This is an optimization exercise on Yosys and OpenROAD, whose aim is small area, a short achievable clock period and few clock cycles per item, not a production implementation.
The RTL was checked by simulation tests, not by an equivalence proof against the original design.
Power and IR drop assume default switching activity.

==> flow/design.v <==
package merge_sort_pkg;
  typedef struct packed {
    logic [32-1:0] key;
    logic [32-1:0] value;
  } record_t;
  typedef struct packed {
    logic [2-1:0] way;
    record_t                        rec;
  } in_beat_t;
endpackage
`timescale 1ns/1ps
module merge_sort_tree (
  input  logic                                   CLK,
  input  logic                                   RST,
  input  logic                                   i_in_valid,
  input  logic [2+32+32-1:0] i_in_beat,
  output wire [(1 << 2)-1:0]   o_way_full,
  input  logic                                   i_out_full,
  output logic [32+32-1:0] o_out_rec,
  output logic                                   o_out_valid
);
  localparam int KW    = 32;
  localparam int REC_W = 32 + 32;
  logic [REC_W-1:0] head [0:3];    
  logic [3:0]       hv;            
  logic [3:0]       sel;           
  logic             bef [0:3][0:3];  
  logic             full_prev;     
  wire [1:0]       in_way = i_in_beat[REC_W +: 2];
  wire [KW-1:0]    in_key = i_in_beat[REC_W-1 -: KW];
  wire [3:0]       we;
  wire             pop;
  logic [3:0]      in_bef;         
  logic            nb [0:3][0:3];  
  logic [3:0]      sel_nxt;
  function automatic logic key_before(input logic [KW-1:0] a,
                                      input logic [KW-1:0] b,
                                      input logic          tie);
    logic [31:0] g0, p0;
    logic [15:0] g1, p1;
    logic [7:0]  g2, p2;
    logic [3:0]  g3, p3;
    logic [1:0]  g4, p4;
    g0 = ~a & b;
    p0 = ~a | b;
    for (int i = 0; i < 16; i++) begin
      g1[i] = g0[2*i+1] | (p0[2*i+1] & g0[2*i]);
      p1[i] = p0[2*i+1] & p0[2*i];
    end
    for (int i = 0; i < 8; i++) begin
      g2[i] = g1[2*i+1] | (p1[2*i+1] & g1[2*i]);
      p2[i] = p1[2*i+1] & p1[2*i];
    end
    for (int i = 0; i < 4; i++) begin
      g3[i] = g2[2*i+1] | (p2[2*i+1] & g2[2*i]);
      p3[i] = p2[2*i+1] & p2[2*i];
    end
    for (int i = 0; i < 2; i++) begin
      g4[i] = g3[2*i+1] | (p3[2*i+1] & g3[2*i]);
      p4[i] = p3[2*i+1] & p3[2*i];
    end
    key_before = g4[1] | (p4[1] & (g4[0] | (p4[0] & tie)));
  endfunction
  assign pop = (&hv) & !full_prev;
  for (genvar w = 0; w < 4; w++) begin : g_we
    assign we[w] = i_in_valid && (in_way == w);
    assign o_way_full[w] = hv[w] && !(pop && sel[w]);
  end
  always_comb begin
    o_out_rec = '0;
    for (int w = 0; w < 4; w++) begin
      if (sel[w]) o_out_rec = o_out_rec | head[w];
    end
  end
  assign o_out_valid = pop;
  always_comb begin
    for (int j = 0; j < 4; j++) begin
      in_bef[j] = key_before(in_key, head[j][REC_W-1 -: KW], in_way > j);
    end
  end
  always_comb begin
    for (int i = 0; i < 4; i++) begin
      nb[i][i] = 1'b1;
      for (int j = i + 1; j < 4; j++) begin
        if (we[i])      nb[i][j] = in_bef[j];
        else if (we[j]) nb[i][j] = !in_bef[i];
        else            nb[i][j] = bef[i][j];
        nb[j][i] = !nb[i][j];
      end
    end
    for (int i = 0; i < 4; i++) begin
      sel_nxt[i] = 1'b1;
      for (int j = 0; j < 4; j++) begin
        if (j != i) sel_nxt[i] = sel_nxt[i] & nb[i][j];
      end
    end
  end
  always_ff @(posedge CLK) begin
    for (int w = 0; w < 4; w++) begin
      if (we[w]) head[w] <= i_in_beat[REC_W-1:0];
    end
    for (int i = 0; i < 4; i++) begin
      for (int j = i + 1; j < 4; j++) begin
        bef[i][j] <= nb[i][j];
      end
    end
    sel       <= sel_nxt;
    full_prev <= i_out_full;
  end
  always_ff @(posedge CLK) begin
    if (RST) begin
      hv <= '0;
    end else begin
      hv <= we | (hv & ~({4{pop}} & sel));
    end
  end
endmodule
Settings: LEC_CHECK=0, CAP_MARGIN=20, CORE_MARGIN=2, CORE_UTILIZATION=55, CTS_BUF_LIST=sky130_fd_sc_hd__clkbuf_8, CTS_CLUSTER_DIAMETER=60, CTS_CLUSTER_SIZE=16, SETUP_SLACK_MARGIN=1.9, SLEW_MARGIN=20; clock period 4.5 ns.
standard.sh (not shown) runs the stock make flow with config.mk's settings and CLKGATE_MAP_FILE= SYNTH_SCRIPT=/design/flow/synth_recipe.tcl, a recipe that flattens the netlist after the stock synthesis.
==> flow/flow/run.sh <==
#!/bin/bash
# The standard layout with two changes to how it is made:
# - the port buffers are plain buf_1 cells instead of the default delay
#   buffer (every port still gets its buffer);
# - slow gates (wide and/or stacks and similar) are added to the platform's
#   don't-use list, so synthesis and repair pick faster cells.
# The platform's own don't-use cells stay on the list.
set -euo pipefail
PLATFORM_DONT_USE="sky130_fd_sc_hd__probe_p_8 sky130_fd_sc_hd__probec_p_8 sky130_fd_sc_hd__lpflow_bleeder_1 sky130_fd_sc_hd__lpflow_clkbufkapwr_1 sky130_fd_sc_hd__lpflow_clkbufkapwr_16 sky130_fd_sc_hd__lpflow_clkbufkapwr_2 sky130_fd_sc_hd__lpflow_clkbufkapwr_4 sky130_fd_sc_hd__lpflow_clkbufkapwr_8 sky130_fd_sc_hd__lpflow_clkinvkapwr_1 sky130_fd_sc_hd__lpflow_clkinvkapwr_16 sky130_fd_sc_hd__lpflow_clkinvkapwr_2 sky130_fd_sc_hd__lpflow_clkinvkapwr_4 sky130_fd_sc_hd__lpflow_clkinvkapwr_8 sky130_fd_sc_hd__lpflow_decapkapwr_12 sky130_fd_sc_hd__lpflow_decapkapwr_3 sky130_fd_sc_hd__lpflow_decapkapwr_4 sky130_fd_sc_hd__lpflow_decapkapwr_6 sky130_fd_sc_hd__lpflow_decapkapwr_8 sky130_fd_sc_hd__lpflow_inputiso0n_1 sky130_fd_sc_hd__lpflow_inputiso0p_1 sky130_fd_sc_hd__lpflow_inputiso1n_1 sky130_fd_sc_hd__lpflow_inputiso1p_1 sky130_fd_sc_hd__lpflow_inputisolatch_1 sky130_fd_sc_hd__lpflow_isobufsrc_1 sky130_fd_sc_hd__lpflow_isobufsrc_16 sky130_fd_sc_hd__lpflow_isobufsrc_2 sky130_fd_sc_hd__lpflow_isobufsrc_4 sky130_fd_sc_hd__lpflow_isobufsrc_8 sky130_fd_sc_hd__lpflow_isobufsrckapwr_16 sky130_fd_sc_hd__lpflow_lsbuf_lh_hl_isowell_tap_1 sky130_fd_sc_hd__lpflow_lsbuf_lh_hl_isowell_tap_2 sky130_fd_sc_hd__lpflow_lsbuf_lh_hl_isowell_tap_4 sky130_fd_sc_hd__lpflow_lsbuf_lh_isowell_4 sky130_fd_sc_hd__lpflow_lsbuf_lh_isowell_tap_1 sky130_fd_sc_hd__lpflow_lsbuf_lh_isowell_tap_2 sky130_fd_sc_hd__lpflow_lsbuf_lh_isowell_tap_4"
SLOW_GATES="sky130_fd_sc_hd__a2111o_1 sky130_fd_sc_hd__a2111o_2 sky130_fd_sc_hd__a2111o_4 sky130_fd_sc_hd__a2111oi_0 sky130_fd_sc_hd__a2111oi_1 sky130_fd_sc_hd__a2111oi_2 sky130_fd_sc_hd__a2111oi_4 sky130_fd_sc_hd__a222oi_1 sky130_fd_sc_hd__a2bb2o_1 sky130_fd_sc_hd__a2bb2o_2 sky130_fd_sc_hd__a2bb2o_4 sky130_fd_sc_hd__a2bb2oi_1 sky130_fd_sc_hd__a2bb2oi_2 sky130_fd_sc_hd__a2bb2oi_4 sky130_fd_sc_hd__a311o_1 sky130_fd_sc_hd__a311o_2 sky130_fd_sc_hd__a311o_4 sky130_fd_sc_hd__a311oi_1 sky130_fd_sc_hd__a311oi_2 sky130_fd_sc_hd__a311oi_4 sky130_fd_sc_hd__a32o_1 sky130_fd_sc_hd__a32o_2 sky130_fd_sc_hd__a32o_4 sky130_fd_sc_hd__a32oi_1 sky130_fd_sc_hd__a32oi_2 sky130_fd_sc_hd__a32oi_4 sky130_fd_sc_hd__a41o_1 sky130_fd_sc_hd__a41o_2 sky130_fd_sc_hd__a41o_4 sky130_fd_sc_hd__a41oi_1 sky130_fd_sc_hd__a41oi_2 sky130_fd_sc_hd__a41oi_4 sky130_fd_sc_hd__and4_1 sky130_fd_sc_hd__and4_2 sky130_fd_sc_hd__and4_4 sky130_fd_sc_hd__and4b_1 sky130_fd_sc_hd__and4b_2 sky130_fd_sc_hd__and4b_4 sky130_fd_sc_hd__and4bb_1 sky130_fd_sc_hd__and4bb_2 sky130_fd_sc_hd__and4bb_4 sky130_fd_sc_hd__nand4_1 sky130_fd_sc_hd__nand4_2 sky130_fd_sc_hd__nand4_4 sky130_fd_sc_hd__nand4b_1 sky130_fd_sc_hd__nand4b_2 sky130_fd_sc_hd__nand4b_4 sky130_fd_sc_hd__nand4bb_1 sky130_fd_sc_hd__nand4bb_2 sky130_fd_sc_hd__nand4bb_4 sky130_fd_sc_hd__nor4_1 sky130_fd_sc_hd__nor4_2 sky130_fd_sc_hd__nor4_4 sky130_fd_sc_hd__nor4b_1 sky130_fd_sc_hd__nor4b_2 sky130_fd_sc_hd__nor4b_4 sky130_fd_sc_hd__nor4bb_1 sky130_fd_sc_hd__nor4bb_2 sky130_fd_sc_hd__nor4bb_4 sky130_fd_sc_hd__o2111a_1 sky130_fd_sc_hd__o2111a_2 sky130_fd_sc_hd__o2111a_4 sky130_fd_sc_hd__o2111ai_1 sky130_fd_sc_hd__o2111ai_2 sky130_fd_sc_hd__o2111ai_4 sky130_fd_sc_hd__o2bb2a_1 sky130_fd_sc_hd__o2bb2a_2 sky130_fd_sc_hd__o2bb2a_4 sky130_fd_sc_hd__o2bb2ai_1 sky130_fd_sc_hd__o2bb2ai_2 sky130_fd_sc_hd__o2bb2ai_4 sky130_fd_sc_hd__o311a_1 sky130_fd_sc_hd__o311a_2 sky130_fd_sc_hd__o311a_4 sky130_fd_sc_hd__o311ai_0 sky130_fd_sc_hd__o311ai_1 sky130_fd_sc_hd__o311ai_2 sky130_fd_sc_hd__o311ai_4 sky130_fd_sc_hd__o32a_1 sky130_fd_sc_hd__o32a_2 sky130_fd_sc_hd__o32a_4 sky130_fd_sc_hd__o32ai_1 sky130_fd_sc_hd__o32ai_2 sky130_fd_sc_hd__o32ai_4 sky130_fd_sc_hd__o41a_1 sky130_fd_sc_hd__o41a_2 sky130_fd_sc_hd__o41a_4 sky130_fd_sc_hd__o41ai_1 sky130_fd_sc_hd__o41ai_2 sky130_fd_sc_hd__o41ai_4 sky130_fd_sc_hd__or4_1 sky130_fd_sc_hd__or4_2 sky130_fd_sc_hd__or4_4 sky130_fd_sc_hd__or4b_1 sky130_fd_sc_hd__or4b_2 sky130_fd_sc_hd__or4b_4 sky130_fd_sc_hd__or4bb_1 sky130_fd_sc_hd__or4bb_2 sky130_fd_sc_hd__or4bb_4  sky130_fd_sc_hd__a211o_1 sky130_fd_sc_hd__a211o_2 sky130_fd_sc_hd__a211o_4 sky130_fd_sc_hd__a211oi_1 sky130_fd_sc_hd__a211oi_2 sky130_fd_sc_hd__a211oi_4 sky130_fd_sc_hd__a21bo_1 sky130_fd_sc_hd__a21bo_2 sky130_fd_sc_hd__a21bo_4 sky130_fd_sc_hd__a21boi_0 sky130_fd_sc_hd__a21boi_1 sky130_fd_sc_hd__a21boi_2 sky130_fd_sc_hd__a21boi_4 sky130_fd_sc_hd__a221o_1 sky130_fd_sc_hd__a221o_2 sky130_fd_sc_hd__a221o_4 sky130_fd_sc_hd__a221oi_1 sky130_fd_sc_hd__a221oi_2 sky130_fd_sc_hd__a221oi_4 sky130_fd_sc_hd__and3_1 sky130_fd_sc_hd__and3_2 sky130_fd_sc_hd__and3_4 sky130_fd_sc_hd__and3b_1 sky130_fd_sc_hd__and3b_2 sky130_fd_sc_hd__and3b_4 sky130_fd_sc_hd__nor3_1 sky130_fd_sc_hd__nor3_2 sky130_fd_sc_hd__nor3_4 sky130_fd_sc_hd__nor3b_1 sky130_fd_sc_hd__nor3b_2 sky130_fd_sc_hd__nor3b_4 sky130_fd_sc_hd__o211a_1 sky130_fd_sc_hd__o211a_2 sky130_fd_sc_hd__o211a_4 sky130_fd_sc_hd__o211ai_1 sky130_fd_sc_hd__o211ai_2 sky130_fd_sc_hd__o211ai_4 sky130_fd_sc_hd__o21ba_1 sky130_fd_sc_hd__o21ba_2 sky130_fd_sc_hd__o21ba_4 sky130_fd_sc_hd__o21bai_1 sky130_fd_sc_hd__o21bai_2 sky130_fd_sc_hd__o21bai_4 sky130_fd_sc_hd__o221a_1 sky130_fd_sc_hd__o221a_2 sky130_fd_sc_hd__o221a_4 sky130_fd_sc_hd__o221ai_1 sky130_fd_sc_hd__o221ai_2 sky130_fd_sc_hd__o221ai_4 sky130_fd_sc_hd__o22a_1 sky130_fd_sc_hd__o22a_2 sky130_fd_sc_hd__o22a_4 sky130_fd_sc_hd__o22ai_1 sky130_fd_sc_hd__o22ai_2 sky130_fd_sc_hd__o22ai_4 sky130_fd_sc_hd__or3_1 sky130_fd_sc_hd__or3_2 sky130_fd_sc_hd__or3_4 sky130_fd_sc_hd__or3b_1 sky130_fd_sc_hd__or3b_2 sky130_fd_sc_hd__or3b_4 "
bash standard.sh "BUFFER_PORTS_ARGS=-buffer_cell sky130_fd_sc_hd__buf_1" \
  "DONT_USE_CELLS=$PLATFORM_DONT_USE $SLOW_GATES" finish > flow_make.log 2>&1
Testbench counts at the start, summed over its fixed seeds: cycles 25,077, items 24,565.
Next try:
--- a/flow/flow/run.sh
+++ b/flow/flow/run.sh
@@ -6 +6,3 @@
-#   don't-use list, so synthesis and repair pick faster cells.
+#   don't-use list, so synthesis and repair pick faster cells;
+# - clock tree synthesis runs with the settings of config.mk but without
+#   dummy loads on the clock tree's leaf buffers.
@@ -12 +14,2 @@
-  "DONT_USE_CELLS=$PLATFORM_DONT_USE $SLOW_GATES" finish > flow_make.log 2>&1
+  "DONT_USE_CELLS=$PLATFORM_DONT_USE $SLOW_GATES" \
+  "CTS_ARGS=-sink_clustering_enable -repair_clock_nets -sink_clustering_size 16 -sink_clustering_max_diameter 60 -buf_list sky130_fd_sc_hd__clkbuf_8 -dont_use_dummy_load" finish > flow_make.log 2>&1
Settings changed: CORE_UTILIZATION 55 to 62.
=> The changed run completed with no timing, DRC or antenna violations; via count grows by 0.59%; routed wire length shrinks by 2.5%; combinational power barely changes; clock-buffer cell count shrinks by 4; power shrinks by 2.6%.
Next try:
Settings changed: CORE_UTILIZATION 62 to 55, SETUP_SLACK_MARGIN 1.9 to 1.75.
What happened:
- The new run ran to the end with no violations
- wire length stays flat
- worst setup slack is worse by 0.085 ns
- hold slack is about the same
- clock power is about the same
- clock-buffer cell count rose by 1
- die area rose by 12%
Next try:
Settings changed: SETUP_SLACK_MARGIN 1.75 to 1.9.
Result: Die area is unchanged. Global-route usage rose by 1.0 points. Final area went up by 0.41%. Sequential power hardly moves. Routed wire length goes up by 2.4%. Power climbs by 0.56%.

## re-timing with driven ports
Ports are ideal in the flow. The routed layouts listed here were re-timed in OpenROAD. Step 1 assumes that a clkbuf_16 drives the clock port and a buf_2 every other input. Step 2 adds t to the input delays and takes it off the output delays; t is the mean of the earliest and latest rising clock arrival at the registers after step 1. Input paths then give back, and output paths get back, about the clock's delay inside the block. Slacks: ideal / step 1 / step 2; pairs: ideal / step 1.
run | t (ns) | setup WS [ns] | hold WS [ns] | worst setup path after step 2 | pins driven straight from the clock port
the first run | 0.587 | 1.986 / 1.943 / 1.427 | 0.437 / 0.418 / 0.482 | input to register | 1
the second run | 0.576 | 1.964 / 1.925 / 1.378 | 0.454 / 0.445 / 0.458 | input to register | 1
the third run | 0.573 | 1.879 / 1.839 / 1.331 | 0.456 / 0.443 / 0.462 | input to register | 1
the fourth run | 0.576 | 1.954 / 1.911 / 1.436 | 0.437 / 0.418 / 0.481 | input to register | 1
After both steps setup and hold are still met in every run listed. For the second run, which loses most, drivers alone change the setup slack by -0.039 ns; drivers and shift together by -0.586 ns.
